From an optimization exercise on the open Yosys and OpenROAD flow, aimed at small area; shortcuts taken in it are not production practice. Where RTL was checked, it was by simulation tests only, not by an equivalence proof against the original. Function not checked in runs 4 to 6: the RTL went through the layout flow alone. Power figures rest on the tool's default switching activity, not on a simulated workload.

$ cat design/flow/config.mk
export PLATFORM = sky130hd
export DESIGN_NAME = grid_astar_path_search_unit
export DESIGN_NICKNAME = grid_astar_path_search_unit
export VERILOG_FILES = /design/flow/design.v
export SDC_FILE = /design/flow/constraint.sdc
export NUM_CORES = 4
export LEC_CHECK = 0
export CAP_MARGIN = 20
export CORE_MARGIN = 2
export CORE_UTILIZATION = 40
export SLEW_MARGIN = 20
$ cat design/flow/constraint.sdc
create_clock -name core_clock -period 8.0 [get_ports {clk}]
set_input_delay 1.6000 -clock core_clock [delete_from_list [all_inputs] [get_ports {clk}]]
set_output_delay 1.6000 -clock core_clock [all_outputs]
set_load 0.01 [all_outputs]
$ cat design/flow/design.v
package gaps_pkg;
  localparam int LIST_N = 43;
  typedef enum logic [4:0] {
    S_RCLR, S_IDLE, S_CLR1, S_CLR2, S_GCHK, S_NB, S_APP, S_LSW, S_LS, S_UPD,
    S_NXT, S_POPW, S_SCAN, S_REMW, S_REM, S_TR, S_OUT, S_EMW
  } state_t;
endpackage
module gaps_ctrl (
  input  logic       clk,
  input  logic       rst_n,
  input  logic       in_valid,
  output logic       in_ready,
  input  logic       in_func,
  input  logic [2:0] in_cell_row,
  input  logic [2:0] in_cell_col,
  input  logic       in_blocked,
  input  logic [2:0] in_start_row,
  input  logic [2:0] in_start_col,
  input  logic [2:0] in_goal_row,
  input  logic [2:0] in_goal_col,
  output logic       out_valid,
  input  logic       out_ready,
  output logic [2:0] out_path_row,
  output logic [2:0] out_path_col,
  output logic       out_found,
  output logic       out_last,
  input  logic [2:0] cs_head,
  output logic       cs_we,
  output logic [2:0] cs_wd,
  input  logic [6:0] ls_head,
  output logic       ls_we,
  output logic [6:0] ls_wd
);
  localparam logic [5:0] LAST_SLOT = 6'(gaps_pkg::LIST_N - 1);
  gaps_pkg::state_t state_r;
  logic [5:0] ph_r, lp_r, count_r, cur_r, start_r, goal_r;
  logic [1:0] d_r;
  logic [6:0] last_r;
  logic       fb_r, flow_r, found_r;
  logic [1:0] dsel;
  logic [5:0] nb;
  logic       nb_off;
  logic       toward;
  logic [5:0] tgt;
  logic       ph_hit;
  logic       lp_wrap;
  logic [5:0] lp_inc;
  logic       lp_end;
  logic       cs_seen, cs_wall;
  logic [5:0] ls_cell;
  logic       ls_f;
  logic       at_goal;
  logic       nb_skip;
  logic       ls_hit;
  logic       upd;
  logic       take;
  assign cs_seen = cs_head[2];
  assign cs_wall = !cs_head[2] && cs_head[0];
  assign ls_cell = ls_head[6:1];
  assign ls_f    = ls_head[0];
  assign dsel = (state_r == gaps_pkg::S_TR) ? cs_head[1:0] : d_r;
  always_comb begin
    nb     = cur_r;
    nb_off = 1'b0;
    toward = 1'b0;
    case (dsel)
      2'd0: begin
        nb_off = cur_r[2:0] == 3'd7;
        nb     = {cur_r[5:3], 3'(cur_r[2:0] + 3'd1)};
        toward = goal_r[2:0] > cur_r[2:0];
      end
      2'd1: begin
        nb_off = cur_r[5:3] == 3'd7;
        nb     = {3'(cur_r[5:3] + 3'd1), cur_r[2:0]};
        toward = goal_r[5:3] > cur_r[5:3];
      end
      2'd2: begin
        nb_off = cur_r[2:0] == 3'd0;
        nb     = {cur_r[5:3], 3'(cur_r[2:0] - 3'd1)};
        toward = goal_r[2:0] < cur_r[2:0];
      end
      default: begin
        nb_off = cur_r[5:3] == 3'd0;
        nb     = {3'(cur_r[5:3] - 3'd1), cur_r[2:0]};
        toward = goal_r[5:3] < cur_r[5:3];
      end
    endcase
  end
  always_comb begin
    case (state_r)
      gaps_pkg::S_IDLE:              tgt = {in_cell_row, in_cell_col};
      gaps_pkg::S_NB, gaps_pkg::S_UPD: tgt = nb;
      default:                       tgt = cur_r;
    endcase
  end
  assign ph_hit  = ph_r == tgt;
  assign lp_wrap = lp_r == LAST_SLOT;
  assign lp_inc  = 6'(lp_r + 6'd1);
  assign lp_end  = lp_inc == count_r;
  assign at_goal = cur_r == goal_r;
  assign nb_skip = (nb == start_r) || cs_wall;
  assign ls_hit  = ls_cell == ((state_r == gaps_pkg::S_REM) ? cur_r : nb);
  assign upd     = (ls_f != fb_r) && toward;
  assign take    = (lp_r == 6'd0) || (!flow_r && (ls_f == fb_r));
  always_ff @(posedge clk) begin
    ph_r <= 6'(ph_r + 6'd1);
    lp_r <= lp_wrap ? 6'd0 : lp_inc;
    if (!rst_n) begin
      state_r <= gaps_pkg::S_RCLR;
      ph_r    <= '0;
      lp_r    <= '0;
    end else begin
      case (state_r)
        gaps_pkg::S_RCLR: if (&ph_r) state_r <= gaps_pkg::S_IDLE;
        gaps_pkg::S_IDLE: begin
          if (in_valid && in_func) begin
            start_r <= {in_start_row, in_start_col};
            goal_r  <= {in_goal_row, in_goal_col};
            cur_r   <= {in_start_row, in_start_col};
            count_r <= '0;
            d_r     <= '0;
            fb_r    <= 1'b0;
            found_r <= 1'b1;
            state_r <= gaps_pkg::S_CLR1;
          end
        end
        gaps_pkg::S_CLR1: if (&ph_r) state_r <= gaps_pkg::S_CLR2;
        gaps_pkg::S_CLR2: if (&ph_r) state_r <= gaps_pkg::S_GCHK;
        gaps_pkg::S_GCHK: state_r <= at_goal ? gaps_pkg::S_TR : gaps_pkg::S_NB;
        gaps_pkg::S_NB: begin
          if (nb_off) begin
            state_r <= gaps_pkg::S_NXT;
          end else if (ph_hit) begin
            if (nb_skip)      state_r <= gaps_pkg::S_NXT;
            else if (cs_seen) state_r <= gaps_pkg::S_LSW;
            else              state_r <= gaps_pkg::S_APP;
          end
        end
        gaps_pkg::S_APP: begin
          if (lp_r == count_r) begin
            count_r <= 6'(count_r + 6'd1);
            state_r <= gaps_pkg::S_NXT;
          end
        end
        gaps_pkg::S_LSW: begin
          if (count_r == '0)  state_r <= gaps_pkg::S_NXT;
          else if (lp_wrap)   state_r <= gaps_pkg::S_LS;
        end
        gaps_pkg::S_LS: begin
          if (ls_hit)         state_r <= upd ? gaps_pkg::S_UPD : gaps_pkg::S_NXT;
          else if (lp_end)    state_r <= gaps_pkg::S_NXT;
        end
        gaps_pkg::S_UPD: if (ph_hit) state_r <= gaps_pkg::S_NXT;
        gaps_pkg::S_NXT: begin
          d_r <= 2'(d_r + 2'd1);
          if (d_r != 2'd3) begin
            state_r <= gaps_pkg::S_NB;
          end else if (count_r == '0) begin
            cur_r   <= '0;
            found_r <= 1'b0;
            state_r <= gaps_pkg::S_OUT;
          end else begin
            state_r <= gaps_pkg::S_POPW;
          end
        end
        gaps_pkg::S_POPW: if (lp_wrap) state_r <= gaps_pkg::S_SCAN;
        gaps_pkg::S_SCAN: begin
          if (take) cur_r <= ls_cell;
          flow_r <= ((lp_r != 6'd0) && flow_r) || (ls_f == fb_r);
          if (lp_end) begin
            last_r  <= ls_head;
            state_r <= gaps_pkg::S_REMW;
          end
        end
        gaps_pkg::S_REMW: if (lp_wrap) state_r <= gaps_pkg::S_REM;
        gaps_pkg::S_REM: begin
          if (ls_hit) begin
            count_r <= 6'(count_r - 6'd1);
            fb_r    <= fb_r ^ !flow_r;
            state_r <= gaps_pkg::S_GCHK;
          end
        end
        gaps_pkg::S_TR: begin
          if (cur_r == start_r) begin
            state_r <= gaps_pkg::S_OUT;
          end else if (ph_hit) begin
            d_r   <= cs_head[1:0] ^ 2'd2;
            cur_r <= nb;
          end
        end
        gaps_pkg::S_OUT: begin
          if (out_ready) begin
            if (out_last) begin
              state_r <= gaps_pkg::S_IDLE;
            end else begin
              cur_r   <= nb;
              state_r <= gaps_pkg::S_EMW;
            end
          end
        end
        gaps_pkg::S_EMW: begin
          if (ph_hit) begin
            d_r     <= cs_head[1:0];
            state_r <= gaps_pkg::S_OUT;
          end
        end
        default: state_r <= gaps_pkg::S_RCLR;
      endcase
    end
  end
  always_comb begin
    cs_we = 1'b0;
    cs_wd = '0;
    case (state_r)
      gaps_pkg::S_RCLR: cs_we = 1'b1;
      gaps_pkg::S_IDLE: begin
        cs_we = in_valid && !in_func && ph_hit;
        cs_wd = {2'b00, in_blocked};
      end
      gaps_pkg::S_CLR1, gaps_pkg::S_CLR2: cs_we = cs_seen;
      gaps_pkg::S_NB: begin
        cs_we = ph_hit && !nb_off && !nb_skip && !cs_seen;
        cs_wd = {1'b1, d_r ^ 2'd2};
      end
      gaps_pkg::S_UPD: begin
        cs_we = ph_hit;
        cs_wd = {1'b1, d_r ^ 2'd2};
      end
      gaps_pkg::S_TR: begin
        cs_we = ph_hit && (cur_r != start_r);
        cs_wd = {1'b1, d_r};
      end
      default: cs_we = 1'b0;
    endcase
  end
  always_comb begin
    ls_we = 1'b0;
    ls_wd = {nb, fb_r};
    case (state_r)
      gaps_pkg::S_APP: begin
        ls_we = lp_r == count_r;
        ls_wd = {nb, fb_r ^ !toward};
      end
      gaps_pkg::S_LS:  ls_we = ls_hit && upd;
      gaps_pkg::S_REM: begin
        ls_we = ls_hit;
        ls_wd = last_r;
      end
      default: ls_we = 1'b0;
    endcase
  end
  assign in_ready     = (state_r == gaps_pkg::S_IDLE) && (in_func || ph_hit);
  assign out_valid    = state_r == gaps_pkg::S_OUT;
  assign out_path_row = cur_r[5:3];
  assign out_path_col = cur_r[2:0];
  assign out_found    = found_r;
  assign out_last     = !found_r || at_goal;
endmodule
module gaps_dp #(
  parameter int W = 3,
  parameter int N = 64
) (
  input  logic         clk,
  input  logic         we,
  input  logic [W-1:0] wd,
  output logic [W-1:0] head
);
  logic [N*W-1:0] ring_r;
  always_ff @(posedge clk) begin
    ring_r <= {(we ? wd : ring_r[W-1:0]), ring_r[N*W-1:W]};
  end
  assign head = ring_r[W-1:0];
endmodule
module grid_astar_path_search_unit #(
  parameter int GRID_SIDE = 8
) (
  input  logic       clk,
  input  logic       rst_n,
  input  logic       in_valid,
  output logic       in_ready,
  input  logic       in_func,
  input  logic [2:0] in_cell_row,
  input  logic [2:0] in_cell_col,
  input  logic       in_blocked,
  input  logic [2:0] in_start_row,
  input  logic [2:0] in_start_col,
  input  logic [2:0] in_goal_row,
  input  logic [2:0] in_goal_col,
  output logic       out_valid,
  input  logic       out_ready,
  output logic [2:0] out_path_row,
  output logic [2:0] out_path_col,
  output logic       out_found,
  output logic       out_last
);
  logic [2:0] cs_head, cs_wd;
  logic       cs_we;
  logic [6:0] ls_head, ls_wd;
  logic       ls_we;
  gaps_ctrl u_ctrl (
    .clk          (clk),
    .rst_n        (rst_n),
    .in_valid     (in_valid),
    .in_ready     (in_ready),
    .in_func      (in_func),
    .in_cell_row  (in_cell_row),
    .in_cell_col  (in_cell_col),
    .in_blocked   (in_blocked),
    .in_start_row (in_start_row),
    .in_start_col (in_start_col),
    .in_goal_row  (in_goal_row),
    .in_goal_col  (in_goal_col),
    .out_valid    (out_valid),
    .out_ready    (out_ready),
    .out_path_row (out_path_row),
    .out_path_col (out_path_col),
    .out_found    (out_found),
    .out_last     (out_last),
    .cs_head      (cs_head),
    .cs_we        (cs_we),
    .cs_wd        (cs_wd),
    .ls_head      (ls_head),
    .ls_we        (ls_we),
    .ls_wd        (ls_wd)
  );
  gaps_dp #(.W(3), .N(GRID_SIDE * GRID_SIDE)) u_cells (
    .clk  (clk),
    .we   (cs_we),
    .wd   (cs_wd),
    .head (cs_head)
  );
  gaps_dp #(.W(7), .N(gaps_pkg::LIST_N)) u_open (
    .clk  (clk),
    .we   (ls_we),
    .wd   (ls_wd),
    .head (ls_head)
  );
endmodule
$ cat design/flow/run.sh
#!/bin/bash
# synth_recipe.tcl (not shown) runs the flow's synth.tcl, then flattens the netlist and writes it again
# the make line also repeats each setting of config.mk as NAME=value (left out here)
make -C /OpenROAD-flow-scripts/flow DESIGN_CONFIG=/design/flow/config.mk WORK_HOME=/design/flow/orfs CLKGATE_MAP_FILE= SYNTH_SCRIPT=/design/flow/synth_recipe.tcl finish
==> results of run 1 <==
[metrics by stage]
stage          worst slack, ns  hold slack [ns]
5_1_grt                 0.4379           0.3285
3_5_place_dp             1.559           0.3121
4_1_cts                 0.9259           0.3178
6_report                0.9299           0.3169
2_1_floorplan            3.218           0.3096
3_3_place_gp             1.614           0.3108
[path summary, 6_finish.rpt]
check	startpoint	end	depth (start not counted)
setup / recovery	u_ctrl.state_r[1]	in_ready	14
hold / removal	u_open.ring_r[20]	u_open.ring_r[13]	0
setup reg to reg	u_ctrl.state_r[1]	u_ctrl.cur_r[3]	13
hold reg to reg	u_open.ring_r[20]	u_open.ring_r[13]	0
[placed cells by master, fill, tap and decap left out, types with 11 or more instances in the layout]
master             n
inv_1             32
xnor2_1           32
clkbuf_8          11
ha_1              15
nor2_1            58
o21ai_0           24
xor2_1            20
a21oi_1           25
and3_1            12
nand3_1           26
clkbuf_16         51
nand2_1           42
edfxtp_1          36
nor3_1            14
dfxtp_1          510
clkdlybuf4s50_1   33
[cell families (layout without fill, tap and decap cells)]
family                     after synthesis  after routing  share of synthesized area, %
AOI/OAI and AO/OA                      142            142                         7.222
xor gates and xnor gates                53             53                         3.309
adders and majority gates               18             18                         1.710
buffers and inverters                   57            160                         1.659
DFF                                    546            546                         77.95
muxes                                   14             14                         1.140
other                                    0              1                             0
and+or+nand+nor                        202            202                         7.006
[per-layer routing]
layer	up-vias	track usage [%]	part of all wire, %
li1	3662	-	-
met1	3520	20.06	50
met2	178	20.57	41
met3	60	3.384	5.8
met4	2	5.755	3.2
met5	-	0	0.076
[cells in the mapped netlist (8+ instances only)]
cell type,instances
a31oi_1,8
dfxtp_1,510
xnor2_1,32
nand3_1,26
nand4_1,8
ha_1,15
edfxtp_1,36
clkbuf_1,10
inv_1,32
nor3_1,15
o211ai_1,8
a21oi_1,25
nand2_1,42
and3_1,12
xor2_1,20
o21ai_0,24
nor2_1,58
[power by group through the flow]
| stage | Clock (W) | Combinational [W] | Sequential [W] |
|---|---|---|---|
| after floorplan | 0 | 0.000392 | 0.00293 |
| after global placement | 0 | 0.000507 | 0.00298 |
| after CTS | 0.00247 | 0.000504 | 0.00292 |
| after global routing | 0.00259 | 0.000555 | 0.00293 |
| final | 0.00240 | 0.000509 | 0.00292 |
| after detailed placement | 0 | 0.000502 | 0.00298 |
[critical path, cell delays in order, from the launching register on]
cell and delay, ns:
dfxtp_1 0.84, nand3_1 0.47, o21ai_1 0.33, and2_1 0.26, nor2_1 0.09, fa_1 0.44
xnor2_1 0.32, a211oi_1 0.14, o311a_1 0.45, a2111oi_4 0.38, nand4_2 0.20, nor2_2 0.27
nor2_1 0.07, nor2_1 0.10, clkdlybuf4s50_1 0.55
[area by class of cell]
cell class	instances	area [um^2]	share of cell area [%]
multi-input combinational	429	2970	17.43
tap	461	576.8	3.384
clock buffer	70	1458	8.552
antenna	1	2.502	0.01468
clock inverter	18	250.2	1.468
inverter	34	127.6	0.7488
sequential	546	11290	66.25
timing repair buffer	38	367.9	2.158
[state kept, by name, indices dropped and copies added (netlist names)]
name            cells
u_cells.ring_r    192
u_ctrl.start_r      6
u_ctrl.state_r      5
u_ctrl.ph_r         6
u_ctrl.count_r      6
u_ctrl.flow_r       1
u_ctrl.last_r       7
u_ctrl.cur_r        6
u_ctrl.lp_r         6
u_ctrl.d_r          2
u_ctrl.found_r      1
u_ctrl.goal_r       6
u_open.ring_r     301
u_ctrl.fb_r         1
==> impl_metrics.toml, run 1 <==
[sta]
worst_pin_slew_ns = 0.9264
fin_skew_ns = 0.02300
unrepaired_setup_endpoints_after_global_routing = "false"
fin_setup_tns_ns = 0
report.final.slew_viol_count = 0
report.final.setup_viol = 0
fmax_ghz = 0.1414
max_slew_margin_pct = 37.97
final_min_period_over_clock_period_pct = 88.38
timing_hold_violations_final = 0
period_needed_ns = 7.070

[floorplan]
std_cell_rows = 69
ioPinCount = 34
start_util_pct = 40.62
die-area_mm2 = 0.03775
floorplan_core_area_mm2 = 0.03566
die_y_um = 194.3
fp.dieW_um = 194.3

[synthesis]
synth_edf_count = 36
syn-instance-count = 1032
yosys.cell_types.count = 87
syn_area_per_cell_um2 = 14.03
synth.yosys.warnings = 3
synth_area_mm2 = 0.01448
postSynthNetCount = 1074
ys_seq_elements = 546
yosys.area.top_type = "dfxtp_1"
async_flop_share_pct = 0
synth-seq-area-share_pct = 77.95
post_synth_main_area_contributors = "dfxtp_1, edfxtp_1, xnor2_1"
synth-main-ff-cell = "dfxtp_1"
synth_top_cell_area_share_pct = 70.49

[global_route]
first_global_vias = 7389
grt.overflow.total = 0
grt_start_max_net_pins = 30
grt_pass1_wl_mm = 41.38
grtUsageTotal_pct = 14.08
antenna_found_initial = 2

[clock_tree]
tritoncts = "built"
clk_root_buffer_cell = "clkbuf_16"
cts_resized = 0
cts.hold.buffers_added = 0
clock_insertion_delay_at_the_later_pin_of_the_skew_report_ns = 0.56
clkSlewWorstSetupHoldPaths_ns = 0.06
h_tree_levels = 2
tritoncts_num_sinks = 546
ctsLongestPathBuffers = 3
post-cts-setup-buffer-count = 0
cts_buffers = 49

[route]
antenna_left = 0
post_drt_via_cell_ratio = 4.647
avgRoutedWirePerCell_um = 16.39
initialDrtViolationCount = 451
dr_total_vias = 7422
detailedRoute.firstPassIterationCount = 19
postRouteWirelength_mm = 26.18
drc = 0

[hold_path]
hold_path_class = "reg -> reg"

[power_and_ir_drop]
switching_share_of_power_pct = 23.14
ir_worst_vdd_mv = 0.2257
power.combinational.fraction_pct = 8.7
leak_nw = 6.680
share_clk_of_total_power_pct = 41.2
cell_internal_pwr_w = 0.004483
cellPowerDensity_mw_per_mm2 = 342.2
net-switching-power_w = 0.001350
totalPowerFinal_w = 0.005832
pwr-share-seq_pct = 50.1

[critical_path]
timing.critical_path.fanout_max = 25
crit_type = "reg -> out"
critPathRequiredTime_ns = 6.40
arrival_ns = 5.47
start_kind = "flip-flop"
cp-end-kind = "primary output"
reg2reg_setup_slack_ns = 2.61

[place]
post-place-cells = 1508
numPortBuffers = 33
place.gp.congestion = 0.8764
post_dp_cell_area_mm2 = 0.01532
place_hpwl_mm = 17.04

[cells_and_area]
final_layout_size_suffix_gt1_share_pct = 10.31
area.growth.synth_to_final_pct = 17.67
fillerInstances = 3088
final_core_util_pct = 47.80
fin_area_mm2 = 0.01704
num-nets-final = 1140
cell_count_final_fillers_out = 1597

[outcome]
result_of_the_run = "timing/DRC/antenna clean"

[flow_run]
max-cap-violations = 0
==> inputs of run 2 (changes only) <==
--- a/design/flow/design.v
+++ b/design/flow/design.v
@@ -34,5 +34,5 @@
   localparam logic [5:0] LAST_SLOT = 6'(gaps_pkg::LIST_N - 1);
   gaps_pkg::state_t state_r;
-  logic [5:0] ph_r, lp_r, count_r, cur_r, start_r, goal_r;
+  logic [5:0] ph_r, lp_r, count_r, cur_r, goal_r;
   logic [1:0] d_r;
   logic [6:0] last_r;
@@ -47,5 +47,5 @@
   logic [5:0] lp_inc;
   logic       lp_end;
-  logic       cs_seen, cs_wall;
+  logic       cs_seen, cs_start;
   logic [5:0] ls_cell;
   logic       ls_f;
@@ -56,5 +56,5 @@
   logic       take;
   assign cs_seen = cs_head[2];
-  assign cs_wall = !cs_head[2] && cs_head[0];
+  assign cs_start = !cs_head[2] && cs_head[1];
   assign ls_cell = ls_head[6:1];
   assign ls_f    = ls_head[0];
@@ -89,5 +89,6 @@
   always_comb begin
     case (state_r)
-      gaps_pkg::S_IDLE:              tgt = {in_cell_row, in_cell_col};
+      gaps_pkg::S_IDLE:              tgt = in_func ? {in_start_row, in_start_col}
+                                                   : {in_cell_row, in_cell_col};
       gaps_pkg::S_NB, gaps_pkg::S_UPD: tgt = nb;
       default:                       tgt = cur_r;
@@ -99,5 +100,5 @@
   assign lp_end  = lp_inc == count_r;
   assign at_goal = cur_r == goal_r;
-  assign nb_skip = (nb == start_r) || cs_wall;
+  assign nb_skip = !cs_head[2] && (cs_head[1] || cs_head[0]);
   assign ls_hit  = ls_cell == ((state_r == gaps_pkg::S_REM) ? cur_r : nb);
   assign upd     = (ls_f != fb_r) && toward;
@@ -114,6 +115,5 @@
         gaps_pkg::S_RCLR: if (&ph_r) state_r <= gaps_pkg::S_IDLE;
         gaps_pkg::S_IDLE: begin
-          if (in_valid && in_func) begin
-            start_r <= {in_start_row, in_start_col};
+          if (in_valid && in_func && ph_hit) begin
             goal_r  <= {in_goal_row, in_goal_col};
             cur_r   <= {in_start_row, in_start_col};
@@ -122,9 +122,9 @@
             fb_r    <= 1'b0;
             found_r <= 1'b1;
-            state_r <= gaps_pkg::S_CLR1;
+            state_r <= gaps_pkg::S_GCHK;
           end
         end
         gaps_pkg::S_CLR1: if (&ph_r) state_r <= gaps_pkg::S_CLR2;
-        gaps_pkg::S_CLR2: if (&ph_r) state_r <= gaps_pkg::S_GCHK;
+        gaps_pkg::S_CLR2: if (&ph_r) state_r <= gaps_pkg::S_IDLE;
         gaps_pkg::S_GCHK: state_r <= at_goal ? gaps_pkg::S_TR : gaps_pkg::S_NB;
         gaps_pkg::S_NB: begin
@@ -182,9 +182,11 @@
         end
         gaps_pkg::S_TR: begin
-          if (cur_r == start_r) begin
-            state_r <= gaps_pkg::S_OUT;
-          end else if (ph_hit) begin
-            d_r   <= cs_head[1:0] ^ 2'd2;
-            cur_r <= nb;
+          if (ph_hit) begin
+            if (cs_start) begin
+              state_r <= gaps_pkg::S_OUT;
+            end else begin
+              d_r   <= cs_head[1:0] ^ 2'd2;
+              cur_r <= nb;
+            end
           end
         end
@@ -192,5 +194,5 @@
           if (out_ready) begin
             if (out_last) begin
-              state_r <= gaps_pkg::S_IDLE;
+              state_r <= gaps_pkg::S_CLR1;
             end else begin
               cur_r   <= nb;
@@ -215,8 +217,11 @@
       gaps_pkg::S_RCLR: cs_we = 1'b1;
       gaps_pkg::S_IDLE: begin
-        cs_we = in_valid && !in_func && ph_hit;
-        cs_wd = {2'b00, in_blocked};
+        cs_we = in_valid && ph_hit;
+        cs_wd = {1'b0, in_func, in_func ? cs_head[0] : in_blocked};
+      end
+      gaps_pkg::S_CLR1, gaps_pkg::S_CLR2: begin
+        cs_we = 1'b1;
+        cs_wd = {2'b00, !cs_head[2] && cs_head[0]};
       end
-      gaps_pkg::S_CLR1, gaps_pkg::S_CLR2: cs_we = cs_seen;
       gaps_pkg::S_NB: begin
         cs_we = ph_hit && !nb_off && !nb_skip && !cs_seen;
@@ -228,5 +233,5 @@
       end
       gaps_pkg::S_TR: begin
-        cs_we = ph_hit && (cur_r != start_r);
+        cs_we = ph_hit && !cs_start;
         cs_wd = {1'b1, d_r};
       end
@@ -250,5 +255,5 @@
     endcase
   end
-  assign in_ready     = (state_r == gaps_pkg::S_IDLE) && (in_func || ph_hit);
+  assign in_ready     = (state_r == gaps_pkg::S_IDLE) && ph_hit;
   assign out_valid    = state_r == gaps_pkg::S_OUT;
   assign out_path_row = cur_r[5:3];
--- a/design/flow/config.mk
+++ b/design/flow/config.mk
@@ -6,6 +6,10 @@
 export NUM_CORES = 4
 export LEC_CHECK = 0
+export ABC_AREA = 1
 export CAP_MARGIN = 20
 export CORE_MARGIN = 2
-export CORE_UTILIZATION = 40
+export CORE_UTILIZATION = 60
+export CTS_BUF_LIST = sky130_fd_sc_hd__clkbuf_8
+export CTS_CLUSTER_DIAMETER = 80
+export CTS_CLUSTER_SIZE = 16
 export SLEW_MARGIN = 20
==> run 2 against run 1 <==
Net effect: critical path depth unchanged; critical endpoint unchanged; highest routed layer is now met4; power down 15%; sequential cell count down 6; die area down 35%.
==> impl_metrics.toml, run 2 <==
[sta]
report.final.slew_viol_count = 0
period_needed_ns = 6.021
fin_skew_ns = 0.03502
report.final.setup_viol = 0
worst_pin_slew_ns = 0.8845
fmax_ghz = 0.1661
unrepaired_setup_endpoints_after_global_routing = "false"
final_min_period_over_clock_period_pct = 75.26
fin_setup_tns_ns = 0
timing_hold_violations_final = 0
max_slew_margin_pct = 40.58

[cells_and_area]
num-nets-final = 1207
registers.top_by_ff_count = "u_open.ring_r"
largestRegisters = "u_open.ring_r x301, u_cells.ring_r x192, u_ctrl.last_r x7"
multiInputGateArea_mm2 = 0.002480
fillerInstances = 1660
final_layout_size_suffix_gt1_share_pct = 6.814
mostFrequentLayoutCells = "dfxtp_1, nand2_1, nor2_1, inv_1, nand3_1"
layout_commonest_cell = "dfxtp_1"
final_core_util_pct = 66.96
area.growth.synth_to_final_pct = 9.211
final-seq-area_mm2 = 0.01111
largest_register_ffs = 301

[route]
initialDrtViolationCount = 425
postRouteWirelength_mm = 22.21
detailedRoute.firstPassIterationCount = 5
dr_total_vias = 7046
antenna_left = 0
drc = 0
avgRoutedWirePerCell_um = 15.21
post_drt_via_cell_ratio = 4.826

[synthesis]
yosys.area.top_type = "dfxtp_1"
syn_area_per_cell_um2 = 12.70
synth-seq-area-share_pct = 79.80
syn-instance-count = 1096
synth_edf_count = 30
async_flop_share_pct = 0
ys_seq_elements = 540
yosys.cell_types.count = 43
yosys.area_share.simple_pct = 11.54
synth.mux.area_fraction_pct = 0.07189
most_instantiated_cells_after_synthesis = "dfxtp_1, nand2_1, nor2_1, inv_1, nand3_1"
synth_area_mm2 = 0.01392
synth-main-ff-cell = "dfxtp_1"
synth.yosys.warnings = 3
yosysMostFrequentCell = "dfxtp_1"
synth_fa_ha_area_share_pct = 1.779
postSynthNetCount = 1138
synth_top_cell_area_share_pct = 73.33
fraction_of_the_mapped_netlist_area_in_compound_gates_pct = 3.541
post_synth_main_area_contributors = "dfxtp_1, edfxtp_1, nand2_1"
synth-xor-area-share_pct = 0.8807
synth_top_family_by_area = "simple AND/OR/NAND/NOR gates"

[critical_path]
worst_r2r_src = "u_ctrl.state_r[3]"
critPathRequiredTime_ns = 6.40
reg2reg_setup_slack_ns = 3.99
timing.critical_path.fanout_max = 9
start_kind = "input pin"
crit_type = "in -> out"
reg2reg_path_depth = 20
arrival_ns = 4.42
crit_path_start = "in_func"
cp-end-kind = "primary output"

[floorplan]
floorplan_core_area_mm2 = 0.02271
ioPinCount = 34
std_cell_rows = 55
start_util_pct = 61.31
die-area_mm2 = 0.02444
die_y_um = 156.3
fp.dieW_um = 156.3

[clock_tree]
post-cts-setup-buffer-count = 0
clkSlewWorstSetupHoldPaths_ns = 0.12
cts_resized = 0
cts_buffers = 39
cts.hold.buffers_added = 0
ctsLongestPathBuffers = 3
clk_root_buffer_cell = "clkbuf_8"
tritoncts_num_sinks = 540
h_tree_levels = 2
tritoncts = "built"
clock_insertion_delay_at_the_later_pin_of_the_skew_report_ns = 0.59

[place]
numPortBuffers = 33
place_hpwl_mm = 14.93
place.gp.congestion = 0.9145

[power_and_ir_drop]
ir_worst_vdd_mv = 0.3019
leak_nw = 6.379
cellPowerDensity_mw_per_mm2 = 325.9

[hold_path]
hold_path_depth = 0
holdCritStartpoint = "u_open.ring_r[268]"
hold_path_class = "reg -> reg"

[global_route]
grt_pass1_wl_mm = 36.03
grt_start_max_net_pins = 18
antenna_found_initial = 1
first_global_vias = 7007
grt.overflow.total = 0
grtUsageTotal_pct = 18.85

[outcome]
result_of_the_run = "timing/DRC/antenna clean"

[flow_run]
max-cap-violations = 0
## run 2: cell types whose count changed after synthesis, moves of 23 or more
cell     delta
xnor2_1    -26
nand3_1    +23
inv_1      +39
nor2_1     +25
nand2_1   +114
## run 2: path summary, 6_finish.rpt
kind	endpoint
worst max register to register	u_ctrl.count_r[3]
worst max-delay path	in_ready
worst min-delay path	u_open.ring_r[261]
worst min register to register	u_open.ring_r[261]
## run 2: where the power goes
group          leakage (nW)  switching (W)  internal (W)
logic                  1.57       0.000332      0.000168
registers              4.46       0.000116       0.00310
clock network         0.343       0.000759      0.000485
## run 2: layer usage
metal | part of all wire, % | track usage (%)
met5 | 0 | 0
met4 | 2.0 | 6.422
met3 | 4.9 | 3.849
met2 | 42 | 27.96
met1 | 51 | 27.74
## run 2: cells by family after synthesis
group / Yosys count
flops: 540
simple gates: 354
compound gates: 85
buf+inv: 84
fa+ha+maj: 18
xor+xnor: 14
mux: 1
## run 2: critical path, stage by stage
cell and delay (ns):
clkdlybuf4s50_1 0.67, clkinv_1 0.34, o21ai_0 0.24, nor2_1 0.06
a21oi_1 0.15, nand3_1 0.10, nand2_1 0.08, nand2_1 0.05
nor2_1 0.08, nand2_1 0.09, nor2_4 0.12, nand2_4 0.09
nor2_1 0.16, clkdlybuf4s50_1 0.57
## run 2: layout make-up
| type | instances | area share, % |
|---|---|---|
| flip-flops and latches | 540 | 73.07 |
| multi-input cells | 472 | 16.31 |
| clock buffers | 39 | 3.530 |
| well taps | 285 | 2.345 |
| repair buffers | 34 | 2.222 |
| inverters | 78 | 1.925 |
| clock inverters | 11 | 0.5842 |
| diodes | 1 | 0.01646 |
## run 2: metrics by stage
stage	area (um^2)	std cells	setup slack [ns]	hold WS [ns]	power, W
2_1_floorplan	13920	1096	3.416	0.3096	0.003579
3_3_place_gp	14580	1409	1.985	0.3096	0.003758
3_5_place_dp	14580	1409	1.957	0.3121	0.003769
4_1_cts	15200	1459	1.957	0.3094	0.005016
5_1_grt	15200	1459	1.692	0.3215	0.005206
6_report	15210	1460	1.979	0.2957	0.004955
==> inputs of run 3 (changes only) <==
==> design/flow/config.mk (replaced) <==
export PLATFORM = sky130hd
export DESIGN_NAME = grid_astar_path_search_unit
export DESIGN_NICKNAME = grid_astar_path_search_unit
export VERILOG_FILES = /design/flow/design.v
export SDC_FILE = /design/flow/constraint.sdc
export NUM_CORES = 4
export LEC_CHECK = 0
export CAP_MARGIN = 20
export CORE_MARGIN = 2
export CORE_UTILIZATION = 40
export SLEW_MARGIN = 20
==> run 3 against run 2 <==
Net effect: still clean on timing, DRC and antenna; clock power is 97% higher; via count fell by 1.5%; non-clock buffer count grew 4; design area increased by 9.2%; fmax down 13%; area after synthesis grew 0.72%; worst setup slack worse by 0.92 ns; die area is 50% higher; global-route usage shrank 5.2 points; largest power group unchanged.
==> impl_metrics.toml, run 3 <==
[outcome]
result_of_the_run = "timing/DRC/antenna clean"

[global_route]
grtUsageTotal_pct = 13.65
grt_pass1_wl_mm = 38.82
grt_start_max_net_pins = 29
grt.overflow.total = 0
antenna_found_initial = 1
first_global_vias = 7042

[critical_path]
worst_path_dominant_cell_family = "simple AND/OR/NAND/NOR gates"
critPathRequiredTime_ns = 6.40
critical_path.cell_chain = "and2b_1, nand2_1, mux2_2, and2_1, fa_1, xnor2_1, or4_4, a211o_1, and4_1, nor4_2, nand4_2, nor2_1, clkdlybuf4s50_1"
cp-end-kind = "primary output"
worst_r2r_src = "u_ctrl.state_r[4]"
start_kind = "flip-flop"
timing.critical_path.fanout_max = 19
critPathMaxStageDelay_ns = 0.77
timing.critical_path.buf_inv = 1
crit_path_start = "u_ctrl.state_r[4]"
arrival_ns = 5.34
slowest_stage = "dfxtp_1"
crit_type = "reg -> out"

[cells_and_area]
insertedDiodeCount = 0
layout_commonest_cell = "dfxtp_1"
largestRegisters = "u_open.ring_r x301, u_cells.ring_r x192, u_ctrl.last_r x7"
largest_register_ffs = 301
final_core_util_pct = 48.06
final_layout_size_suffix_gt1_share_pct = 11.04
fillerInstances = 3066
num-nets-final = 1087
registers.top_by_ff_count = "u_open.ring_r"
area.growth.synth_to_final_pct = 18.38
mostFrequentLayoutCells = "dfxtp_1, clkbuf_16, nor2_1, nand2_1, clkdlybuf4s50_1"

[route]
initialDrtViolationCount = 356
detailedRoute.firstPassIterationCount = 5
drc = 0
post_drt_via_cell_ratio = 4.501
postRouteWirelength_mm = 23.97
avgRoutedWirePerCell_um = 15.54
antenna_left = 0
dr_total_vias = 6941

[synthesis]
postSynthNetCount = 1019
yosysMostFrequentCell = "dfxtp_1"
synth_edf_count = 30
post_synth_main_area_contributors = "dfxtp_1, edfxtp_1, xnor2_1"
synth_top_cell_area_share_pct = 72.81
syn_area_per_cell_um2 = 14.35
synth-seq-area-share_pct = 79.23
syn-instance-count = 977
async_flop_share_pct = 0
synth.yosys.warnings = 3
most_instantiated_cells_after_synthesis = "dfxtp_1, nor2_1, nand2_1, edfxtp_1"
yosys.area.top_type = "dfxtp_1"
synth_area_mm2 = 0.01402
ys_seq_elements = 540
synth-main-ff-cell = "dfxtp_1"
yosys.cell_types.count = 76

[power_and_ir_drop]
power.combinational.fraction_pct = 0.7
pwr-share-seq_pct = 52.3
share_clk_of_total_power_pct = 47.0
cellPowerDensity_mw_per_mm2 = 312.9
leak_nw = 6.560
switching_share_of_power_pct = 19.64
net-switching-power_w = 0.001020
cell_internal_pwr_w = 0.004174
ir_worst_vdd_mv = 0.2512

[place]
numPortBuffers = 33
place.gp.congestion = 0.9222
place_hpwl_mm = 14.97

[clock_tree]
cts_buffers = 50
cts.hold.buffers_added = 0
cts_resized = 0
post-cts-setup-buffer-count = 0
clock_insertion_delay_at_the_later_pin_of_the_skew_report_ns = 0.57
h_tree_levels = 2
clkSlewWorstSetupHoldPaths_ns = 0.06
tritoncts = "built"
ctsLongestPathBuffers = 3
clk_root_buffer_cell = "clkbuf_16"
tritoncts_num_sinks = 540

[hold_path]
hold_path_class = "reg -> reg"
holdCritStartpoint = "u_open.ring_r[254]"

[floorplan]
die-area_mm2 = 0.03657
std_cell_rows = 68
ioPinCount = 34
floorplan_core_area_mm2 = 0.03454
fp.dieW_um = 191.2
start_util_pct = 40.60
die_y_um = 191.2

[sta]
final_min_period_over_clock_period_pct = 86.80
fin_skew_ns = 0.03086
worst_pin_slew_ns = 1.062
timing_hold_violations_final = 0
report.final.slew_viol_count = 0
report.final.setup_viol = 0
max_slew_margin_pct = 28.65
fmax_ghz = 0.1440
period_needed_ns = 6.944
unrepaired_setup_endpoints_after_global_routing = "false"
fin_setup_tns_ns = 0

[flow_run]
max-cap-violations = 0
==> run 3: changes by cell type after synthesis, sizes merged, moves of 11 or more <==
cell,before,now
nor2,88,49
xnor2,6,26
and2,1,12
mux2i,1,13
clkbuf,2,13
mux2,0,13
inv,76,24
nand3,50,22
a21oi,38,19
nand2,176,41
==> run 3: logic make-up after synthesis <==
| family | count (synthesis) | share of synthesized area (%) |
|---|---|---|
| compound gates | 117 | 5.764 |
| xor+xnor | 44 | 2.846 |
| fa+ha+maj | 18 | 1.767 |
| buf+inv | 46 | 1.428 |
| flops | 540 | 79.23 |
| mux | 26 | 1.972 |
| simple gates | 186 | 6.995 |
==> run 3: final cells by class <==
type | count | area (um^2) | share of cell area, %
clock buffers | 65 | 1389 | 8.366
well taps | 455 | 569.3 | 3.429
clock inverters | 29 | 361.6 | 2.178
inverters | 24 | 90.09 | 0.5427
multi-input cells | 391 | 2713 | 16.34
flip-flops and latches | 540 | 11110 | 66.93
repair buffers | 38 | 367.9 | 2.216
==> run 3: power by group through the flow <==
| stage | Sequential (W) | Clock [W] | Combinational [W] |
|---|---|---|---|
| 2_1_floorplan | 0.00278 | 0 | 0.0000177 |
| 3_3_place_gp | 0.00278 | 0 | 0.0000361 |
| 3_5_place_dp | 0.00278 | 0 | 0.0000360 |
| 4_1_cts | 0.00272 | 0.00252 | 0.0000363 |
| 5_1_grt | 0.00272 | 0.00263 | 0.0000394 |
| 6_report | 0.00272 | 0.00244 | 0.0000361 |
==> run 3: final timing paths <==
check | slack (ns) | to | cells past startpoint
worst max-delay path | 1.06 | in_ready | 13
worst min register to register | 0.30 | u_open.ring_r[247] | 0
worst min-delay path | 0.30 | u_open.ring_r[247] | 0
worst max register to register | 2.64 | u_ctrl.cur_r[4] | 14
==> run 3: metal layers <==
layer | part of all wire [%] | up-vias | global-route usage (%)
li1 | - | 3446 | -
met1 | 48 | 3271 | 18.66
met2 | 42 | 168 | 20.33
met3 | 5.8 | 56 | 3.213
met4 | 3.8 | 0 | 6.627
met5 | 0 | - | 0
==> run 3: worst reg2reg max path, stage by stage, from the launching register on <==
cell,delay [ns]
dfxtp_1,0.77
and2b_1,0.34
nand2_1,0.23
mux2_2,0.44
and2_1,0.17
fa_1,0.41
xnor2_1,0.14
or4_4,0.44
a211o_1,0.33
and4_1,0.20
nor4_2,0.16
nand4_2,0.29
a2bb2oi_1,0.26
nand2b_1,0.22
nor2_1,0.58
==> run 3: stage by stage <==
| step | setup slack (ns) | hold WS, ns | power (W) | cell area [um^2] | cells |
|---|---|---|---|---|---|
| finish | 1.056 | 0.2976 | 0.005194 | 16600 | 1542 |
| global route | 0.8238 | 0.3111 | 0.005383 | 16600 | 1542 |
| CTS | 1.041 | 0.2876 | 0.005271 | 16600 | 1542 |
| detailed placement | 1.704 | 0.3121 | 0.002813 | 14850 | 1448 |
| global placement | 1.723 | 0.3107 | 0.002813 | 14850 | 1448 |
| floorplan | 2.963 | 0.3096 | 0.002794 | 14020 | 977 |
==> inputs of run 4 (changes only) <==
--- a/design/flow/design.v
+++ b/design/flow/design.v
@@ -2,5 +2,5 @@
   localparam int LIST_N = 43;
   typedef enum logic [4:0] {
-    S_RCLR, S_IDLE, S_CLR1, S_CLR2, S_GCHK, S_NB, S_APP, S_LSW, S_LS, S_UPD,
+    S_RCLR, S_IDLE, S_CLR1, S_CLR2, S_GCHK, S_NB, S_APPW, S_APP, S_LSW, S_LS, S_UPD,
     S_NXT, S_POPW, S_SCAN, S_REMW, S_REM, S_TR, S_OUT, S_EMW
   } state_t;
@@ -47,4 +47,5 @@
   logic [5:0] lp_inc;
   logic       lp_end;
+  logic       count_zero;
   logic       cs_seen, cs_start;
   logic [5:0] ls_cell;
@@ -89,6 +90,5 @@
   always_comb begin
     case (state_r)
-      gaps_pkg::S_IDLE:              tgt = in_func ? {in_start_row, in_start_col}
-                                                   : {in_cell_row, in_cell_col};
+      gaps_pkg::S_IDLE:              tgt = {in_cell_row, in_cell_col};
       gaps_pkg::S_NB, gaps_pkg::S_UPD: tgt = nb;
       default:                       tgt = cur_r;
@@ -99,4 +99,5 @@
   assign lp_inc  = 6'(lp_r + 6'd1);
   assign lp_end  = lp_inc == count_r;
+  assign count_zero = count_r == '0;
   assign at_goal = cur_r == goal_r;
   assign nb_skip = !cs_head[2] && (cs_head[1] || cs_head[0]);
@@ -115,5 +116,5 @@
         gaps_pkg::S_RCLR: if (&ph_r) state_r <= gaps_pkg::S_IDLE;
         gaps_pkg::S_IDLE: begin
-          if (in_valid && in_func && ph_hit) begin
+          if (in_valid && in_func) begin
             goal_r  <= {in_goal_row, in_goal_col};
             cur_r   <= {in_start_row, in_start_col};
@@ -127,5 +128,5 @@
         gaps_pkg::S_CLR1: if (&ph_r) state_r <= gaps_pkg::S_CLR2;
         gaps_pkg::S_CLR2: if (&ph_r) state_r <= gaps_pkg::S_IDLE;
-        gaps_pkg::S_GCHK: state_r <= at_goal ? gaps_pkg::S_TR : gaps_pkg::S_NB;
+        gaps_pkg::S_GCHK: if (ph_hit) state_r <= at_goal ? gaps_pkg::S_TR : gaps_pkg::S_NB;
         gaps_pkg::S_NB: begin
           if (nb_off) begin
@@ -134,15 +135,14 @@
             if (nb_skip)      state_r <= gaps_pkg::S_NXT;
             else if (cs_seen) state_r <= gaps_pkg::S_LSW;
-            else              state_r <= gaps_pkg::S_APP;
+            else              state_r <= gaps_pkg::S_APPW;
           end
         end
+        gaps_pkg::S_APPW: if (lp_end || (count_zero && lp_wrap)) state_r <= gaps_pkg::S_APP;
         gaps_pkg::S_APP: begin
-          if (lp_r == count_r) begin
-            count_r <= 6'(count_r + 6'd1);
-            state_r <= gaps_pkg::S_NXT;
-          end
+          count_r <= 6'(count_r + 6'd1);
+          state_r <= gaps_pkg::S_NXT;
         end
         gaps_pkg::S_LSW: begin
-          if (count_r == '0)  state_r <= gaps_pkg::S_NXT;
+          if (count_zero)     state_r <= gaps_pkg::S_NXT;
           else if (lp_wrap)   state_r <= gaps_pkg::S_LS;
         end
@@ -156,5 +156,5 @@
           if (d_r != 2'd3) begin
             state_r <= gaps_pkg::S_NB;
-          end else if (count_r == '0) begin
+          end else if (count_zero) begin
             cur_r   <= '0;
             found_r <= 1'b0;
@@ -217,6 +217,10 @@
       gaps_pkg::S_RCLR: cs_we = 1'b1;
       gaps_pkg::S_IDLE: begin
-        cs_we = in_valid && ph_hit;
-        cs_wd = {1'b0, in_func, in_func ? cs_head[0] : in_blocked};
+        cs_we = in_valid && !in_func && ph_hit;
+        cs_wd = {2'b00, in_blocked};
+      end
+      gaps_pkg::S_GCHK: begin
+        cs_we = ph_hit && !cs_head[2];
+        cs_wd = {2'b01, cs_head[0]};
       end
       gaps_pkg::S_CLR1, gaps_pkg::S_CLR2: begin
@@ -244,5 +248,5 @@
     case (state_r)
       gaps_pkg::S_APP: begin
-        ls_we = lp_r == count_r;
+        ls_we = 1'b1;
         ls_wd = {nb, fb_r ^ !toward};
       end
@@ -255,5 +259,5 @@
     endcase
   end
-  assign in_ready     = (state_r == gaps_pkg::S_IDLE) && ph_hit;
+  assign in_ready     = (state_r == gaps_pkg::S_IDLE) && (in_func || ph_hit);
   assign out_valid    = state_r == gaps_pkg::S_OUT;
   assign out_path_row = cur_r[5:3];
--- a/design/flow/config.mk
+++ b/design/flow/config.mk
@@ -6,6 +6,10 @@
 export NUM_CORES = 4
 export LEC_CHECK = 0
+export ABC_AREA = 1
 export CAP_MARGIN = 20
 export CORE_MARGIN = 2
-export CORE_UTILIZATION = 40
+export CORE_UTILIZATION = 60
+export CTS_BUF_LIST = sky130_fd_sc_hd__clkbuf_8
+export CTS_CLUSTER_DIAMETER = 80
+export CTS_CLUSTER_SIZE = 16
 export SLEW_MARGIN = 20
==> run 4 against run 3 <==
Net effect: still clean on timing, DRC and antenna; synthesized cell count rose by 10%; design area decreased by 8.9%; power is 23% lower; register-to-register slack gained 1.6 ns; count of clock-buffer cells in the layout down 25; wire length decreased by 11%; sequential power about the same; first-iteration DRC count up 12%.
==> impl_metrics.toml, run 4 <==
[outcome]
result_of_the_run = "timing/DRC/antenna clean"

[critical_path]
reg2reg_path_depth = 19
arrival_ns = 3.95
crit_type = "reg -> out"
slowest_stage = "clkdlybuf4s50_1"
cpMostUsedCell = "nand2_1"
critPathRequiredTime_ns = 6.40
worst_path_dominant_cell_family = "simple AND/OR/NAND/NOR gates"
critPathMaxStageDelay_ns = 0.55
cp.depth = 18
worst_r2r_endpoint = "u_ctrl.count_r[3]"
start_kind = "flip-flop"
critical_path_endpoint = "in_ready"
critical_path.cell_chain = "nor2_4, nand4_1, nand2_2, nor2_1, fa_1, nand2_1, nand2_1, nand2_1, nand2_1, nand2_1, nand2_1, nand2_1, nor2_1, nand2_1, nor2_1, nor2_1, nor2_1, clkdlybuf4s50_1"
timing.critical_path.buf_inv = 1
worst_r2r_src = "u_ctrl.state_r[3]"
timing.critical_path.fanout_max = 7
cp-end-kind = "primary output"
reg2reg_setup_slack_ns = 4.26
crit_path_start = "u_ctrl.state_r[3]"

[clock_tree]
clkSlewWorstSetupHoldPaths_ns = 0.11
h_tree_levels = 2
clock_insertion_delay_at_the_later_pin_of_the_skew_report_ns = 0.58
clk_root_buffer_cell = "clkbuf_8"
tritoncts = "built"
tritoncts_num_sinks = 540
cts_resized = 0
cts_buffers = 40
cts.hold.buffers_added = 0
post-cts-setup-buffer-count = 0
ctsLongestPathBuffers = 3

[place]
post_dp_cell_area_mm2 = 0.01448
place.gp.congestion = 0.9418
numPortBuffers = 33
place_hpwl_mm = 14.22

[route]
dr_total_vias = 6984
avgRoutedWirePerCell_um = 14.71
met2_wirelength_mm = 8.705
detailedRoute.firstPassIterationCount = 5
post_drt_via_cell_ratio = 4.833
dr.max_layer_used = "met4"
initialDrtViolationCount = 398
postRouteWirelength_mm = 21.25
drt-met1-wl_mm = 10.73
met3WireLength_mm = 1.170
antenna_left = 0
drc = 0

[floorplan]
floorplan_core_area_mm2 = 0.02264
die-area_mm2 = 0.02426
fp.dieW_um = 155.8
ioPinCount = 34
die_y_um = 155.8
start_util_pct = 61.04
std_cell_rows = 55

[synthesis]
synth-main-ff-cell = "dfxtp_1"
ys_seq_elements = 540
synth-seq-area-share_pct = 80.39
post_synth_main_area_contributors = "dfxtp_1, edfxtp_1, nand2_1"
yosys.area_share.simple_pct = 11.23
postSynthNetCount = 1121
synth-xor-area-share_pct = 0.8238
synth_edf_count = 30
yosys.cell_types.count = 44
syn_area_per_cell_um2 = 12.81
syn-instance-count = 1079
most_instantiated_cells_after_synthesis = "dfxtp_1, nand2_1, nor2_1, inv_1, nand3_1"
synth.yosys.warnings = 3
synth_top_family_by_area = "simple AND/OR/NAND/NOR gates"
synth_fa_ha_area_share_pct = 1.793
synth.mux.area_fraction_pct = 0
synth_top_cell_area_share_pct = 73.87
synth_area_mm2 = 0.01382
yosys.area.top_type = "dfxtp_1"
yosysMostFrequentCell = "dfxtp_1"
fraction_of_the_mapped_netlist_area_in_compound_gates_pct = 2.988
async_flop_share_pct = 0

[hold_path]
holdCritStartpoint = "u_cells.ring_r[59]"
hold_path_class = "reg -> reg"

[global_route]
antenna_found_initial = 0
grtUsageTotal_pct = 18.24
grt_start_max_net_pins = 20
first_global_vias = 6821
grt_pass1_wl_mm = 34.55
grt.overflow.total = 0

[sta]
report.final.slew_viol_count = 0
report.final.setup_viol = 0
final_min_period_over_clock_period_pct = 69.41
max_slew_margin_pct = 34.97
fin_setup_tns_ns = 0
period_needed_ns = 5.553
worst_pin_slew_ns = 0.9674
fin_skew_ns = 0.03093
fmax_ghz = 0.1801
timing_hold_violations_final = 0
unrepaired_setup_endpoints_after_global_routing = "false"

[cells_and_area]
largest_register_ffs = 301
insertedDiodeCount = 0
layout_commonest_cell = "dfxtp_1"
fin_area_mm2 = 0.01512
final_layout_size_suffix_gt1_share_pct = 7.155
num-nets-final = 1191
mostFrequentLayoutCells = "dfxtp_1, nand2_1, inv_1, nor2_1, nand3_1"
area.growth.synth_to_final_pct = 9.425
fillerInstances = 1669
largestRegisters = "u_open.ring_r x301, u_cells.ring_r x192, u_ctrl.last_r x7"
registers.top_by_ff_count = "u_open.ring_r"

[power_and_ir_drop]
ir_worst_vdd_mv = 0.2744
cellPowerDensity_mw_per_mm2 = 264.5
leak_nw = 6.282

[flow_run]
max-cap-violations = 0
## run 4: cell count changes after synthesis, sizes merged, moves of 8 or more
cell / before / now
and2: 12 / 0
and3: 9 / 1
clkbuf: 13 / 2
inv: 24 / 90
mux2: 13 / 0
mux2i: 13 / 0
nand2: 41 / 167
nand3: 22 / 51
nor2: 49 / 96
xnor2: 26 / 4
xor2: 17 / 9
## run 4: cell families (layout without fill, tap and decap cells)
kind of cell	after synthesis	count (layout)
fa+ha+maj	18	18
flops	540	540
buf+inv	97	178
simple gates	344	344
compound gates	67	67
xor+xnor	13	13
## run 4: power breakdown
| part | internal, W | total [W] | switching [W] | leakage, nW |
|---|---|---|---|---|
| clock | 0.000473 | 0.00124 | 0.000771 | 0.356 |
| sequential | 0.00272 | 0.00272 | 0.00000578 | 4.41 |
| combinational | 0.0000171 | 0.0000313 | 0.0000141 | 1.52 |
## run 4: metal layers
metal	vias up	global-route usage, %
met5	-	0
met3	43	4.000
li1	3559	-
met1	3214	26.67
met2	168	26.34
met4	0	7.951
## run 4: area by class of cell
type                       instances  area (um^2)  area share [%]
inverter                          91        341.6           2.259
clock buffer                      40        550.5           3.640
timing repair buffer              34        335.3           2.217
multi-input combinational        442         2333           15.43
sequential                       540        11110           73.47
tap                              285        356.6           2.358
clock inverter                    13        95.09          0.6288
## run 4: how the worst min path moves through the flow
stage	end	slack, ns	cells past startpoint
4_1_cts	u_cells.ring_r[56]	0.31	0
2_1_floorplan	u_cells.ring_r[0]	0.31	0
5_1_grt	u_open.ring_r[127]	0.31	0
6_report	u_cells.ring_r[56]	0.31	0
3_5_place_dp	u_cells.ring_r[114]	0.31	0
3_3_place_gp	u_cells.ring_r[69]	0.31	0
## run 4: through the flow
step / hold slack [ns] / utilization [%] / std cells / setup WS, ns / power, W
final: 0.3079 / 66.80 / 1445 / 2.447 / 0.004000
after global placement: 0.3095 / 63.92 / 1391 / 2.816 / 0.002819
after global routing: 0.3143 / 66.80 / 1445 / 2.043 / 0.004157
after CTS: 0.3124 / 66.80 / 1445 / 2.437 / 0.004050
after detailed placement: 0.3121 / 63.95 / 1392 / 2.793 / 0.002819
after floorplan: 0.3096 / - / 1079 / 3.868 / 0.002800
==> inputs of run 5 (changes only) <==
==> design/flow/flow/run.sh (new file) <==
#!/bin/bash
# The standard layout (standard.sh, unchanged synthesis) with two ORFS knobs set:
# the port buffers use the smallest buffer cell, and clock tree synthesis uses
# clkbuf_8 sink clusters without dummy balancing loads.
set -euo pipefail
export BUFFER_PORTS_ARGS="-buffer_cell sky130_fd_sc_hd__buf_1"
export CTS_ARGS="-sink_clustering_enable -repair_clock_nets -dont_use_dummy_load -buf_list sky130_fd_sc_hd__clkbuf_8 -sink_clustering_size 16 -sink_clustering_max_diameter 80"
bash standard.sh finish > flow.log 2>&1
==> design/flow/standard.sh (new file) <==
#!/bin/bash
# synth_recipe.tcl (not shown) runs the flow's synth.tcl, then flattens the netlist and writes it again
# the make line also repeats each setting of config.mk as NAME=value (left out here)
make -C /OpenROAD-flow-scripts/flow DESIGN_CONFIG=/design/flow/config.mk WORK_HOME=/design/flow/orfs CLKGATE_MAP_FILE= SYNTH_SCRIPT=/design/flow/synth_recipe.tcl "${@:-finish}"
removed: design/flow/run.sh
==> run 5 against run 4 <==
Net effect: fmax increased by 9.4%; utilization decreased by 1.3 points; sequential cell count unchanged; critical path depth unchanged; sequential power barely moved; design area shrank 2.0%; sequential share of layout area grew 1.5 points; critical endpoint unchanged; largest cell class unchanged.
==> impl_metrics.toml, run 5 <==
[outcome]
result_of_the_run = "timing/DRC/antenna clean"

[route]
dr_total_vias = 6905
drc = 0
initialDrtViolationCount = 406
avgRoutedWirePerCell_um = 15.16
post_drt_via_cell_ratio = 4.825
detailedRoute.firstPassIterationCount = 6
postRouteWirelength_mm = 21.70
antenna_left = 0

[global_route]
grt_start_max_net_pins = 20
grt_pass1_wl_mm = 34.69
grtUsageTotal_pct = 18.43
first_global_vias = 6596
grt.overflow.total = 0
antenna_found_initial = 0

[power_and_ir_drop]
leak_nw = 6.120
cellPowerDensity_mw_per_mm2 = 265.0
totalPowerFinal_w = 0.003928
ir_worst_vdd_mv = 0.2094

[critical_path]
worst_r2r_src = "u_ctrl.state_r[3]"
critPathRequiredTime_ns = 6.40
timing.critical_path.buf_inv = 1
cp-end-kind = "primary output"
slowest_stage = "fa_1"
critPathMaxStageDelay_ns = 0.48
arrival_ns = 3.48
worst_path_dominant_cell_family = "simple AND/OR/NAND/NOR gates"
timing.critical_path.fanout_max = 7
crit_path_start = "u_ctrl.state_r[3]"
critical_path.cell_chain = "nor2_4, nand4_1, nand2_2, nor2_1, fa_1, nand2_1, nand2_1, nand2_1, nand2_1, nand2_1, nand2_1, nand2_1, nor2_1, nand2_1, nor2_1, nor2_1, nor2_1, buf_1"
cpMostUsedCell = "nand2_1"
start_kind = "flip-flop"
crit_type = "reg -> out"

[sta]
final_min_period_over_clock_period_pct = 63.46
max_slew_margin_pct = 35.18
report.final.slew_viol_count = 0
report.final.setup_viol = 0
fin_setup_tns_ns = 0
timing_hold_violations_final = 0
fmax_ghz = 0.1970
unrepaired_setup_endpoints_after_global_routing = "false"
period_needed_ns = 5.077
final.hold.worst_slack_ns = 0.2722
worst_pin_slew_ns = 0.9642
fin_skew_ns = 0.06633

[cells_and_area]
mostFrequentLayoutCells = "dfxtp_1, nand2_1, nor2_1, inv_1, nand3_1"
largest_register_ffs = 301
final_layout_size_suffix_gt1_share_pct = 6.806
insertedDiodeCount = 0
registers.top_by_ff_count = "u_open.ring_r"
num-nets-final = 1190
final_core_util_pct = 65.47
largestRegisters = "u_open.ring_r x301, u_cells.ring_r x192, u_ctrl.last_r x7"
area.growth.synth_to_final_pct = 7.242
cell_count_final_fillers_out = 1431
layout_commonest_cell = "dfxtp_1"

[synthesis]
post_synth_main_area_contributors = "dfxtp_1, edfxtp_1, nand2_1"
synth.yosys.warnings = 3
yosys.area.top_type = "dfxtp_1"
synth-main-ff-cell = "dfxtp_1"
synth_top_cell_area_share_pct = 73.87
syn-instance-count = 1079
postSynthNetCount = 1121
synth-seq-area-share_pct = 80.39
ys_seq_elements = 540
syn_area_per_cell_um2 = 12.81
yosys.cell_types.count = 44
synth_edf_count = 30
yosysMostFrequentCell = "dfxtp_1"
most_instantiated_cells_after_synthesis = "dfxtp_1, nand2_1, nor2_1, inv_1, nand3_1"
async_flop_share_pct = 0
synth_area_mm2 = 0.01382

[clock_tree]
cts_resized = 0
clk_root_buffer_cell = "clkbuf_8"
cts_buffers = 40
clkSlewWorstSetupHoldPaths_ns = 0.10
tritoncts = "built"
tritoncts_num_sinks = 540
cts.hold.buffers_added = 0
h_tree_levels = 2
ctsLongestPathBuffers = 3
clock_insertion_delay_at_the_later_pin_of_the_skew_report_ns = 0.57
post-cts-setup-buffer-count = 0

[floorplan]
std_cell_rows = 55
floorplan_core_area_mm2 = 0.02264
die-area_mm2 = 0.02426
fp.dieW_um = 155.8
ioPinCount = 34
start_util_pct = 61.04
die_y_um = 155.8

[place]
place.gp.congestion = 0.8864
numPortBuffers = 33
place_hpwl_mm = 14.48
post-place-cells = 1391

[flow_run]
max-cap-violations = 0

[hold_path]
holdCritStartpoint = "u_open.ring_r[162]"
hold_path_class = "reg -> reg"
## run 5: kinds of logic (layout without fill, tap and decap cells)
logic type,Yosys count,in the layout,synth area share [%]
compound gates,67,67,2.987
xor+xnor,13,13,0.8238
fa+ha+maj,18,18,1.793
buf+inv,97,164,2.770
flops,540,540,80.39
simple gates,344,344,11.23
## run 5: worst reg2reg max path, cell delays in order, from the launching register on
cell and delay (ns):
dfxtp_1 0.40, nor2_4 0.23, nand4_1 0.21, nand2_2 0.21
nor2_1 0.10, fa_1 0.48, nand2_1 0.06, nand2_1 0.11
nand2_1 0.08, nand2_1 0.08, nand2_1 0.05, nand2_1 0.06
nand2_1 0.05, nor2_1 0.09, nand2_1 0.09, nor2_1 0.28
inv_1 0.08, nor2_1 0.09, nor2_1 0.08, nor2_1 0.44
## run 5: layout make-up
| cell class | count | area, um^2 |
|---|---|---|
| clock buffer | 40 | 550.5 |
| fill | 1742 | 7819 |
| inverter | 91 | 341.6 |
| multi-input combinational | 442 | 2338 |
| sequential | 540 | 11110 |
| tap | 285 | 356.6 |
| timing repair buffer | 33 | 123.9 |
## run 5: metrics by stage
step	setup slack [ns]	cell area, um^2
final	2.923	14820
after CTS	2.894	14820
after floorplan	3.868	13820
after global routing	2.521	14820
after detailed placement	3.520	14270
after global placement	3.581	14270
## run 5: final timing paths
kind | endpoint | slack [ns] | cells after the start
max reg2reg | u_ctrl.cur_r[1] | 4.30 | 19
max | in_ready | 2.92 | 18
min | u_open.ring_r[155] | 0.27 | 0
min reg2reg | u_open.ring_r[155] | 0.27 | 0
## run 5: power breakdown
part           leakage (nW)   total, W  internal (W)  switching, W
Clock                 0.288    0.00118      0.000450      0.000729
Combinational          1.43  0.0000242    0.00000985     0.0000144
Sequential             4.41    0.00272       0.00272    0.00000562
Total                  6.12    0.00393       0.00318      0.000749
## run 5: metal layers
layer	wire, um	vias to the layer above	global-route usage, %
li1	-	3541	-
met4	485	0	6.335
met2	9014	165	27.05
met3	1066	43	3.194
met1	11130	3156	27.82
met5	0	-	0
==> inputs of run 6 (changes only) <==
==> design/flow/flow/run.sh (replaced) <==
#!/bin/bash
# The standard layout (standard.sh, unchanged synthesis) with two ORFS knobs set:
# the port buffers use the smallest buffer cell, and clock tree synthesis
# builds sink clusters without dummy balancing loads.
set -euo pipefail
export BUFFER_PORTS_ARGS="-buffer_cell sky130_fd_sc_hd__buf_1"
export CTS_ARGS="-sink_clustering_enable -repair_clock_nets -dont_use_dummy_load -buf_list sky130_fd_sc_hd__clkbuf_4 -root_buf sky130_fd_sc_hd__clkbuf_16 -sink_clustering_size 10 -sink_clustering_max_diameter 40"
bash standard.sh finish > flow.log 2>&1
--- a/design/flow/config.mk
+++ b/design/flow/config.mk
@@ -9,7 +9,4 @@
 export CAP_MARGIN = 20
 export CORE_MARGIN = 2
-export CORE_UTILIZATION = 60
-export CTS_BUF_LIST = sky130_fd_sc_hd__clkbuf_8
-export CTS_CLUSTER_DIAMETER = 80
-export CTS_CLUSTER_SIZE = 16
+export CORE_UTILIZATION = 70
 export SLEW_MARGIN = 20
==> run 6 against run 5 <==
Net effect: still clean on timing, DRC and antenna; global-route usage rose by 9.1 points; area after synthesis did not move; count of clock-buffer cells in the layout rose by 27; via count rose by 9.5%; design area rose by 0.60%; clock power rose by 14%; sequential share of layout area fell by 0.45 points; final cell count rose by 0.63%; first-iteration DRC count rose by 19%; register-to-register slack got worse by 0.05 ns; critical endpoint unchanged.
==> impl_metrics.toml, run 6 <==
[place]
place.gp.congestion = 0.9293
post-place-ws_ns = 3.452
place_hpwl_mm = 17.29
numPortBuffers = 33

[floorplan]
start_util_pct = 71.25
std_cell_rows = 51
fp.dieW_um = 144.5
ioPinCount = 34
floorplan_core_area_mm2 = 0.01940
die-area_mm2 = 0.02088
die_y_um = 144.5

[route]
drc = 0
dr_total_vias = 7564
antenna_left = 0
postRouteWirelength_mm = 27.49
post_drt_via_cell_ratio = 5.253
avgRoutedWirePerCell_um = 19.09
detailedRoute.firstPassIterationCount = 5
initialDrtViolationCount = 485

[sta]
max_slew_margin_pct = 30.12
timing_hold_violations_final = 0
unrepaired_setup_endpoints_after_global_routing = "false"
report.final.slew_viol_count = 0
period_needed_ns = 5.102
timing.final.ws_setup_ns = 2.898
worst_pin_slew_ns = 1.040
fmax_ghz = 0.1960
fin_skew_ns = 0.06490
fin_setup_tns_ns = 0
final_min_period_over_clock_period_pct = 63.78
report.final.setup_viol = 0

[cells_and_area]
area.growth.synth_to_final_pct = 7.886
insertedDiodeCount = 0
final_layout_size_suffix_gt1_share_pct = 8.936
largestRegisters = "u_open.ring_r x301, u_cells.ring_r x192, u_ctrl.last_r x7"
num-nets-final = 1219
registers.top_by_ff_count = "u_open.ring_r"
fillerInstances = 1131
mostFrequentLayoutCells = "dfxtp_1, nand2_1, nor2_1, inv_1, clkbuf_4"
layout_commonest_cell = "dfxtp_1"
largest_register_ffs = 301

[synthesis]
postSynthNetCount = 1121
yosysMostFrequentCell = "dfxtp_1"
synth-seq-area-share_pct = 80.39
syn_area_per_cell_um2 = 12.81
synth_area_mm2 = 0.01382
syn-instance-count = 1079
synth_top_cell_area_share_pct = 73.87
post_synth_main_area_contributors = "dfxtp_1, edfxtp_1, nand2_1"
synth_edf_count = 30
synth.yosys.warnings = 3
ys_seq_elements = 540
yosys.area.top_type = "dfxtp_1"
async_flop_share_pct = 0
synth-main-ff-cell = "dfxtp_1"
yosys.cell_types.count = 44
most_instantiated_cells_after_synthesis = "dfxtp_1, nand2_1, nor2_1, inv_1, nand3_1"

[critical_path]
crit_type = "reg -> out"
critPathRequiredTime_ns = 6.40
cp-end-kind = "primary output"
arrival_ns = 3.50
timing.critical_path.fanout_max = 8
reg2reg_setup_slack_ns = 4.25
start_kind = "flip-flop"

[global_route]
grtUsageTotal_pct = 27.55
first_global_vias = 7907
grt_start_max_net_pins = 20
grt.overflow.total = 0
antenna_found_initial = 0
grt_pass1_wl_mm = 42.64

[clock_tree]
cts.hold.buffers_added = 0
cts_resized = 0
clkSlewWorstSetupHoldPaths_ns = 0.09
cts_buffers = 67
h_tree_levels = 3
clk_root_buffer_cell = "clkbuf_16"
tritoncts = "built"
ctsLongestPathBuffers = 3
post-cts-setup-buffer-count = 0
tritoncts_num_sinks = 540
clock_insertion_delay_at_the_later_pin_of_the_skew_report_ns = 0.53

[power_and_ir_drop]
ir_worst_vdd_mv = 0.2192
totalPowerFinal_w = 0.004095
cellPowerDensity_mw_per_mm2 = 274.6
leak_nw = 6.219

[flow_run]
max-cap-violations = 0

[hold_path]
hold_path_class = "reg -> reg"

[outcome]
result_of_the_run = "timing/DRC/antenna clean"
-- run 6: cell counts after synthesis --
Identical to the previous run, type by type.
-- run 6: where the power goes --
group	switching, W	internal [W]	leakage (nW)
logic	0.0000178	0.0000104	1.43
clock network	0.000802	0.000538	0.378
registers	0.00000714	0.00272	4.41
-- run 6: final cells by class --
cell class / count / area, um^2 / share of cell area, %
multi-input cells: 442 / 2327 / 15.61
well taps: 265 / 331.6 / 2.224
inverters: 91 / 341.6 / 2.291
clock buffers: 67 / 660.6 / 4.431
repair buffers: 35 / 138.9 / 0.9314
flip-flops and latches: 540 / 11110 / 74.52
-- run 6: routing by layer --
| layer | global-route usage (%) | vias to the layer above | part of all wire [%] |
|---|---|---|---|
| li1 | - | 3616 | - |
| met1 | 35.39 | 3562 | 43 |
| met2 | 45.40 | 307 | 48 |
| met3 | 5.199 | 79 | 5.5 |
| met4 | 13.29 | 0 | 3.8 |
| met5 | 0 | - | 0 |
-- run 6: cells by family (layout without fill, tap and decap cells) --
family                   count (synthesis)  after routing  share of synthesized area, %
flip-flops                             540            540                         80.39
buffers and inverters                   97            193                         2.770
AND/OR/NAND/NOR                        344            344                         11.23
adder cells (fa/ha/maj)                 18             18                         1.793
AO/OA/AOI/OAI                           67             67                         2.987
XOR/XNOR                                13             13                        0.8238
-- run 6: path summary, 6_finish.rpt --
path,startpoint,end,cells after the start
worst max-delay path,u_ctrl.state_r[1],in_ready,18
worst min-delay path,u_cells.ring_r[53],u_cells.ring_r[50],0
worst max register to register,u_ctrl.state_r[1],u_ctrl.cur_r[4],19
worst min register to register,u_cells.ring_r[53],u_cells.ring_r[50],0
-- run 6: critical path: stages (launching register included) --
cell and delay [ns]:
dfxtp_1 0.44, nor2_4 0.20, nand3_4 0.12, nand2_2 0.10, nand2_2 0.11, nor2_1 0.22
fa_1 0.44, nand2_1 0.09, nand2_1 0.09, nand2_1 0.10, nand3_1 0.08, nand2_1 0.08
nand2_1 0.06, nor2_1 0.09, nand2_1 0.09, nor2_1 0.35, nor2_1 0.07, nor2_1 0.09
buf_1 0.16
-- run 6: metrics by stage --
stage / hold slack, ns / util (%) / std cells / instance area, um^2
2_1_floorplan: 0.3096 / - / 1079 / 13820
3_3_place_gp: 0.3103 / 73.46 / 1373 / 14250
3_5_place_dp: 0.3121 / 73.46 / 1373 / 14250
4_1_cts: 0.2949 / 76.86 / 1440 / 14910
5_1_grt: 0.2924 / 76.86 / 1440 / 14910
6_report: 0.2968 / 76.86 / 1440 / 14910

## static timing again, ports no longer ideal
How much do the figures lean on ideal ports? The routed layouts below were timed once more, with nothing changed but the port constraints. Step 1: set_driving_cell puts a clkbuf_16 on clk and a buf_2 on each other input, an assumption about the parent block. Step 2 times the ports against the registers' clock, not the clock port: input delays grow and output delays shrink by t, the midpoint of the rising clock arrivals with the driver on. Slacks: no drivers / after step 1 / after step 2; pairs: no drivers / after step 1.
run | shift t [ns] | setup WS [ns]
run 1 | 0.599 | 0.930 / 0.880 / 1.479
run 2 | 0.608 | 1.979 / 1.956 / 1.956
run 3 | 0.605 | 1.056 / 1.008 / 1.613
run 4 | 0.607 | 2.447 / 2.401 / 2.736
run 5 | 0.575 | 2.923 / 2.882 / 3.457
run 6 | 0.547 | 2.898 / 2.851 / 3.398
After both steps setup and hold are still met in every run listed.
